Source: an optimization exercise on an open RTL-to-GDS flow (aim: small area, a short achievable clock period and few clock cycles per item). Production flows keep margins and buffers that such runs may drop.
In this exercise RTL edits were held to simulation tests only and were not proved equivalent to the original.
No activity file was given, so power comes from the tool's default toggle rates.

Setup of run A:
==> flow/design.v <==
`default_nettype none
package wqe_fetch_pkg;
    localparam int WQE_WIDTH  = 512;
    localparam int WQE_BYTES  = WQE_WIDTH / 8;
    localparam int ADDR_WIDTH = 32;
    localparam int QPID_LSB   = 328;
    localparam int QPID_WIDTH = 4;
    localparam int QPID_MSB   = QPID_LSB + QPID_WIDTH - 1;
    localparam int PAD_WIDTH  = WQE_WIDTH - QPID_MSB - 1;
    typedef logic [ADDR_WIDTH-1:0] addr_t;
    typedef union packed {
        logic [WQE_WIDTH-1:0] raw;
        struct packed {
            logic [PAD_WIDTH-1:0]  pad;
            logic [QPID_WIDTH-1:0] qpn;
            logic [QPID_LSB-1:0]   body;
        } f;
    } wqe_u;
endpackage
`default_nettype wire
`timescale 1ns/100ps
`default_nettype none
import wqe_fetch_pkg::*;
module wqe_fetch_top
#(
    parameter int MAX_QP   = 16,
    parameter int SQ_DEPTH = 4096,
    parameter int BODY     = 32          
)(
    input  logic                  clk,
    input  logic                  rst_n,
    output logic                  o_fetch_ready,
    input  logic                  i_arbit_val,
    input  logic [QPID_WIDTH-1:0] i_qp_idx,
    input  logic [MAX_QP-1:0]     i_active,
    input  logic [MAX_QP-1:0]     i_wqe_cache_alfull,
    input  logic [ADDR_WIDTH-1:0] i_sq_base,
    output logic [ADDR_WIDTH-1:0] o_axi_araddr,
    output logic                  o_axi_arvalid,
    input  logic                  i_axi_arready,
    input  logic [WQE_WIDTH-1:0]  i_axi_rdata,
    input  logic                  i_axi_rvalid,
    output logic                  o_axi_rready,
    output logic                  o_wqe_cache_wr,
    output logic [WQE_WIDTH-1:0]  o_wqe,
    input  logic [MAX_QP-1:0]     i_wqe_cache_full
);
    localparam int PI_WIDTH = $clog2(SQ_DEPTH);
    localparam int BA       = $clog2(BODY);
    localparam int OFF_LSB  = $clog2(WQE_BYTES);
    localparam int OFF_W    = ADDR_WIDTH - OFF_LSB;
    logic                  g_valid;
    logic [MAX_QP-1:0]     g_sel;       
    logic [QPID_WIDTH-1:0] g_qp;
    logic [PI_WIDTH-1:0]   sq_pi  [MAX_QP];
    logic                  pi_init;
    logic                  ar_valid;
    logic [OFF_W-1:0]      ar_addr;
    logic                  hd_vld;
    logic [MAX_QP-1:0]     hd_sel;      
    logic [QPID_WIDTH-1:0] hd_qp;
    logic [QPID_WIDTH-1:0] body [BODY];
    logic [BA:0]           bwp;
    logic [BA:0]           brp;
    logic                  req_ok_q;
    logic                  fr_a;
    logic                  grant;
    logic                  xfer;
    logic                  ar_fire;
    logic                  push;
    logic                  body_empty;   
    logic                  body_full;    
    logic                  to_head;
    logic [PI_WIDTH-1:0]   cur_pi;
    logic [QPID_WIDTH-1:0] hd_nxt;
    function automatic logic [OFF_W-1:0] prefix_add(input logic [OFF_W-1:0] a,
                                                    input logic [OFF_W-1:0] b);
        logic [OFF_W-1:0] g;
        logic [OFF_W-1:0] p;
        logic [OFF_W-1:0] gg;
        logic [OFF_W-1:0] pp;
        g  = a & b;
        p  = a ^ b;
        gg = g;
        pp = p;
        for (int l = 1; l < OFF_W; l = l * 2)
            for (int i = 0; i < OFF_W; i++)
                if ((i / l) % 2 == 1)
                begin
                    gg[i] = gg[i] | (pp[i] & gg[(i / l) * l - 1]);
                    pp[i] = pp[i] & pp[(i / l) * l - 1];
                end
        prefix_add = p ^ {gg[OFF_W-2:0], 1'b0};
    endfunction
    assign xfer          = g_valid & ~body_full & (~ar_valid | i_axi_arready);
    assign o_fetch_ready = fr_a | (req_ok_q & ~body_full & i_axi_arready);
    logic                  req_ok;
    logic                  g_valid_d;
    logic                  ar_valid_d;
    logic [BA:0]           bwp_d;
    logic [BA:0]           brp_d;
    logic                  body_full_d;
    logic                  body_empty_d;
    assign req_ok      = (|i_active) & ~(&i_wqe_cache_alfull);
    assign g_valid_d   = grant | (g_valid & ~xfer);
    assign ar_valid_d  = xfer | (ar_valid & ~ar_fire);
    assign bwp_d       = bwp + (BA+1)'(xfer & ~to_head);
    assign brp_d       = brp + (BA+1)'(push & ~body_empty);
    assign body_full_d  = (bwp_d == {~brp_d[BA], brp_d[BA-1:0]});
    assign body_empty_d = (bwp_d == brp_d);
    assign grant         = i_arbit_val & o_fetch_ready;
    assign ar_fire       = ar_valid & i_axi_arready;
    always_comb
    begin
        cur_pi = '0;
        g_qp   = '0;
        for (int q = 0; q < MAX_QP; q++)
        begin
            if (g_sel[q])
                cur_pi = cur_pi | sq_pi[q];
            if (g_sel[q])
                g_qp = g_qp | QPID_WIDTH'(q);
        end
    end
    assign to_head       = ~hd_vld | (push & body_empty);
    always_ff @(posedge clk or negedge rst_n)
    begin
        if (!rst_n)
        begin
            g_valid  <= 1'b0;
            pi_init  <= 1'b0;
            ar_valid <= 1'b0;
            hd_vld   <= 1'b0;
            bwp      <= '0;
            brp      <= '0;
            req_ok_q <= 1'b0;
            fr_a     <= 1'b0;
            body_full  <= 1'b0;
            body_empty <= 1'b1;
        end
        else
        begin
            req_ok_q <= req_ok;
            fr_a     <= req_ok & (~g_valid_d | (~body_full_d & ~ar_valid_d));
            body_full  <= body_full_d;
            body_empty <= body_empty_d;
            if (grant)
                g_valid <= 1'b1;
            else if (xfer)
                g_valid <= 1'b0;
            pi_init  <= 1'b1;
            if (xfer)
                ar_valid <= 1'b1;
            else if (ar_fire)
                ar_valid <= 1'b0;
            if (xfer)
                hd_vld <= 1'b1;
            else if (push & body_empty)
                hd_vld <= 1'b0;
            bwp <= bwp_d;
            brp <= brp_d;
        end
    end
    always_ff @(posedge clk)
    begin
        if (grant)
            g_sel <= MAX_QP'(1) << i_qp_idx;
        for (int q = 0; q < MAX_QP; q++)
            if (~pi_init | (xfer & g_sel[q]))
                sq_pi[q] <= pi_init ? cur_pi + 1'b1 : '0;
        if (xfer)
        begin
            ar_addr <= prefix_add(i_sq_base[ADDR_WIDTH-1:OFF_LSB], OFF_W'({g_qp, cur_pi}));
        end
        if (xfer & ~to_head)
            body[bwp[BA-1:0]] <= g_qp;
        if ((xfer & to_head) | push)
        begin
            hd_sel <= MAX_QP'(1) << hd_nxt;
        end
    end
    assign o_axi_arvalid = ar_valid;
    assign o_axi_araddr  = {ar_addr, i_sq_base[OFF_LSB-1:0]};
    assign hd_nxt = (xfer & to_head) ? g_qp : body[brp[BA-1:0]];
    always_comb
    begin
        hd_qp = '0;
        for (int q = 0; q < MAX_QP; q++)
            if (hd_sel[q])
                hd_qp = hd_qp | QPID_WIDTH'(q);
    end
    assign o_wqe_cache_wr = i_axi_rvalid & hd_vld;
    assign o_axi_rready   = ~|(i_wqe_cache_full & hd_sel);
    assign push           = o_wqe_cache_wr & o_axi_rready;
    assign o_wqe          = {{PAD_WIDTH{1'b0}}, hd_qp, i_axi_rdata[QPID_LSB-1:0]};
endmodule
`default_nettype wire
Settings: LEC_CHECK=0, CAP_MARGIN=0, CORE_AREA=10 10 410 410, DIE_AREA=0 0 420 420, SETUP_SLACK_MARGIN=4.1, SLEW_MARGIN=0; clock period 8.0 ns.
standard.sh (not shown) runs the stock make flow with config.mk's settings and CLKGATE_MAP_FILE= SYNTH_SCRIPT=/design/flow/synth_recipe.tcl, a recipe that flattens the netlist after the stock synthesis.
==> flow/flow/run.sh <==
#!/bin/bash
# Standard layout with four changes: port buffers are buf_1, constant outputs share
# tie cells through per-port buffers (flow/ties.tcl), o_axi_rready gets a shallow
# cone of its own (flow/rready.tcl), and CTS adds no dummy loads.
set -euo pipefail
here=$(pwd)
export BUFFER_PORTS_ARGS="-buffer_cell sky130_fd_sc_hd__buf_1"
export POST_GLOBAL_PLACE_TCL=$here/flow/ties.tcl
export POST_FLOORPLAN_TCL=$here/flow/rready.tcl
export CTS_ARGS="-sink_clustering_enable -repair_clock_nets -dont_use_dummy_load -buf_list {sky130_fd_sc_hd__clkbuf_4} -sink_clustering_size 9 -sink_clustering_max_diameter 30"
bash standard.sh > standard.log 2>&1
==> flow/flow/rready.tcl <==
# Run at the end of floorplan (POST_FLOORPLAN_TCL). Rebuilds the cone that drives
# o_axi_rready = ~|(i_wqe_cache_full & hd_sel) as a shallow tree (a22oi, nand4, nor2)
# used only by the port; the cone synthesis made keeps driving the internal loads.
set block [ord::get_db_block]
set db [ord::get_db]
set pnet [[$block findBTerm o_axi_rready] getNet]
set inet [odb::dbNet_create $block rready_int]
foreach it [$pnet getITerms] {
  $it disconnect
  $it connect $inet
}
proc cell {master name} {
  set m [[ord::get_db] findMaster $master]
  return [odb::dbInst_create [ord::get_db_block] $m $name]
}
proc pin {inst term net} {
  [$inst findITerm $term] connect $net
}
set full {}
set sel {}
for {set i 0} {$i < 16} {incr i} {
  lappend full [[$block findBTerm "i_wqe_cache_full\[$i\]"] getNet]
  set n [$block findNet "hd_sel\\\[$i\\\]"]
  if {$n eq "NULL"} { set n [$block findNet "hd_sel\[$i\]"] }
  if {$n eq "NULL"} { error "rready.tcl: no net hd_sel\[$i\]" }
  lappend sel $n
}
set y {}
for {set k 0} {$k < 8} {incr k} {
  set c [cell sky130_fd_sc_hd__a22oi_1 rready_a22oi_$k]
  set n [odb::dbNet_create $block rready_y$k]
  pin $c A1 [lindex $full [expr {2 * $k}]]
  pin $c A2 [lindex $sel [expr {2 * $k}]]
  pin $c B1 [lindex $full [expr {2 * $k + 1}]]
  pin $c B2 [lindex $sel [expr {2 * $k + 1}]]
  pin $c Y $n
  lappend y $n
}
set z {}
for {set j 0} {$j < 2} {incr j} {
  set c [cell sky130_fd_sc_hd__nand4_1 rready_nand4_$j]
  set n [odb::dbNet_create $block rready_z$j]
  foreach t {A B C D} k {0 1 2 3} { pin $c $t [lindex $y [expr {4 * $j + $k}]] }
  pin $c Y $n
  lappend z $n
}
set c [cell sky130_fd_sc_hd__nor2_1 rready_nor2]
pin $c A [lindex $z 0]
pin $c B [lindex $z 1]
pin $c Y $pnet
puts "rready.tcl: o_axi_rready rebuilt as a22oi/nand4/nor2"
Other scripts of this flow, unchanged in this note and not shown: flow/flow/ties.tcl
Per the final summary, run A finished and its layout is clean on timing, DRC and antenna.
Testbench counts of run A, summed over its fixed seeds: cycles 11,267, items 8,000.
Edits applied to the flow inputs when going from run A to run B:
- SETUP_SLACK_MARGIN now 4.0, was 4.1
-- flow/flow/run.sh --
<<< run A, line 8
export POST_GLOBAL_PLACE_TCL=$here/flow/ties.tcl
export POST_FLOORPLAN_TCL=$here/flow/rready.tcl
export CTS_ARGS="-sink_clustering_enable -repair_clock_nets -dont_use_dummy_load -buf_list {sky130_fd_sc_hd__clkbuf_4} -sink_clustering_size 9 -sink_clustering_max_diameter 30"
bash standard.sh > standard.log 2>&1
>>> run B, line 8
export POST_GLOBAL_PLACE_TCL=$here/flow/ties.tcl
export POST_FLOORPLAN_TCL=$here/flow/rready.tcl
export CTS_ARGS="-sink_clustering_enable -repair_clock_nets -dont_use_dummy_load -buf_list {sky130_fd_sc_hd__clkbuf_4 sky130_fd_sc_hd__clkbuf_8} -sink_clustering_size 10 -sink_clustering_max_diameter 50"
bash standard.sh > standard.log 2>&1
-- flow/flow/rready.tcl --
<<< run A, line 1
# Run at the end of floorplan (POST_FLOORPLAN_TCL). Rebuilds the cone that drives
# o_axi_rready = ~|(i_wqe_cache_full & hd_sel) as a shallow tree (a22oi, nand4, nor2)
# used only by the port; the cone synthesis made keeps driving the internal loads.
set block [ord::get_db_block]
set db [ord::get_db]
set pnet [[$block findBTerm o_axi_rready] getNet]
set inet [odb::dbNet_create $block rready_int]
foreach it [$pnet getITerms] {
  $it disconnect
  $it connect $inet
}
proc cell {master name} {
  set m [[ord::get_db] findMaster $master]
>>> run B, line 1
# Run at the end of floorplan (POST_FLOORPLAN_TCL). Rebuilds the cone that drives
# o_axi_rready = ~|(i_wqe_cache_full & hd_sel) as a shallow tree (a22oi, nand4, nor2)
# that drives the port and every internal load; the cone synthesis made is then
# left without loads and removed.
set block [ord::get_db_block]
set db [ord::get_db]
set pnet [[$block findBTerm o_axi_rready] getNet]
set ndrv 0
foreach it [$pnet getITerms] {
  if {[$it isOutputSignal]} {
    $it disconnect
    incr ndrv
  }
}
if {$ndrv != 1} { error "rready.tcl: o_axi_rready has $ndrv drivers" }
proc cell {master name} {
  set m [[ord::get_db] findMaster $master]
<<< run A, line 49
pin $c B [lindex $z 1]
pin $c Y $pnet
puts "rready.tcl: o_axi_rready rebuilt as a22oi/nand4/nor2"
>>> run B, line 53
pin $c B [lindex $z 1]
pin $c Y $pnet
set before [llength [$block getInsts]]
eliminate_dead_logic
puts "rready.tcl: o_axi_rready rebuilt as a22oi/nand4/nor2, [expr {$before - [llength [$block getInsts]]}] cells of the old cone removed"
--- outcome ---
Worst slack after detailed placement came out lower on run B than on run A.
In run B, the first-pass GRT wire length came out 1.3% above the value in run A.
From run A to run B the numbers moved as follows: post-route cell area went up by about 3%; clock share of power rose by 2.9 points; minimum period implied by the final worst setup slack rose 0.049 ns; final wirelength went up; via count now smaller.
As far as multi-input logic area is concerned, run A and run B perform about the same.
[compare] base=run A new=run B: clock-pin transition on the worst setup and hold timing paths increased by 0.02 ns relative to the old numbers; post-route worst setup slack lower; length in cells of the worst reg-to-reg path -1.
For run C, these inputs were changed with respect to run B:
-- flow/flow/rready.tcl --
<<< run B, line 1
# Run at the end of floorplan (POST_FLOORPLAN_TCL). Rebuilds the cone that drives
# o_axi_rready = ~|(i_wqe_cache_full & hd_sel) as a shallow tree (a22oi, nand4, nor2)
# that drives the port and every internal load; the cone synthesis made is then
# left without loads and removed.
set block [ord::get_db_block]
set db [ord::get_db]
set pnet [[$block findBTerm o_axi_rready] getNet]
set ndrv 0
foreach it [$pnet getITerms] {
  if {[$it isOutputSignal]} {
    $it disconnect
    incr ndrv
  }
}
if {$ndrv != 1} { error "rready.tcl: o_axi_rready has $ndrv drivers" }
proc cell {master name} {
  set m [[ord::get_db] findMaster $master]
>>> run C, line 1
# Run at the end of floorplan (POST_FLOORPLAN_TCL). Rebuilds the cone that drives
# o_axi_rready = ~|(i_wqe_cache_full & hd_sel) as a shallow tree (a22oi, nand4, nor2)
# used only by the port; the cone synthesis made keeps driving the internal loads.
set block [ord::get_db_block]
set db [ord::get_db]
set pnet [[$block findBTerm o_axi_rready] getNet]
set inet [odb::dbNet_create $block rready_int]
foreach it [$pnet getITerms] {
  $it disconnect
  $it connect $inet
}
proc cell {master name} {
  set m [[ord::get_db] findMaster $master]
<<< run B, line 53
pin $c B [lindex $z 1]
pin $c Y $pnet
set before [llength [$block getInsts]]
eliminate_dead_logic
puts "rready.tcl: o_axi_rready rebuilt as a22oi/nand4/nor2, [expr {$before - [llength [$block getInsts]]}] cells of the old cone removed"
>>> run C, line 49
pin $c B [lindex $z 1]
pin $c Y $pnet
puts "rready.tcl: o_axi_rready rebuilt as a22oi/nand4/nor2"
Results
Run B went all the way through the flow, and no timing, DRC or antenna check failed. Run C | stages: all done | timing, DRC, antenna: all pass. Run B → run C: share of total power consumed by net switching held; setup slack after layout went down 0.0082 ns; source-to-sink clock delay at the later pin of the worst-skew pair went down 0.02 ns; netlist area before placement held; ratio of cells with drive above 1 in the final layout went down 3.5 points. As of run C, first-pass GRT wire length had fallen slightly compared to run B. The post-layout instance area in run C sits 2.1% below the value recorded for run B. Run C consumes less power than run B does. Cmp run C and run B / number of nets in the final layout / higher: run B. Run B has a higher max-slew headroom at the worst pin than run C. In the metrics for run C and run B, the one carrying the lower post-layout minimum cycle time is run B.
Inputs modified between run C and run D:
- changing SETUP_SLACK_MARGIN from 4.0 to 4.2
--- outcome ---
- The final layout from run D, which completed every stage, passed the timing, design-rule and antenna checks at the end of the flow.
- In the metrics for run C and run D, the one carrying the lower fmax is run C.
- STATUS post-route total power: run D loses against run C
- Re share of the cycle needed by the critical path after routing: run C and run D aren't equal, and the higher value belongs to run C.
- Relative to run C, cell area increased by 0.93% in run D.

[static timing again, ports no longer ideal]
How much do the figures lean on ideal ports? The routed layouts below were timed once more, with nothing changed but the port constraints. Step 1: set_driving_cell puts a clkbuf_16 on clk and a buf_2 on each other input, an assumption about the parent block. Step 2, shift: input delay + t, output delay - t, t = (earliest + latest rising clock arrival at the registers) / 2. This alone moves slack from input paths to output paths. Three values: no drivers, after step 1, after step 2; two values: the first two.
| run | shift t [ns] | slack for setup (ns) | worst setup path after step 2 | latest minus earliest clock arrival (ns) | pins driven straight from the clock port |
|---|---|---|---|---|---|
| run A | 0.811 | 4.113 / 4.082 / 3.376 | input to register | 0.181 / 0.180 | 1 |
| run B | 0.677 | 4.064 / 4.037 / 3.652 | input to register | 0.132 / 0.132 | 1 |
| run C | 0.653 | 4.056 / 4.028 / 3.486 | input to register | 0.152 / 0.153 | 1 |
| run D | 0.651 | 4.147 / 4.129 / 3.523 | input to register | 0.150 / 0.149 | 1 |
After both steps every run listed still meets setup and hold. The setup slack of run A, which loses most, moves by -0.031 ns with the drivers and by -0.737 ns with both steps.
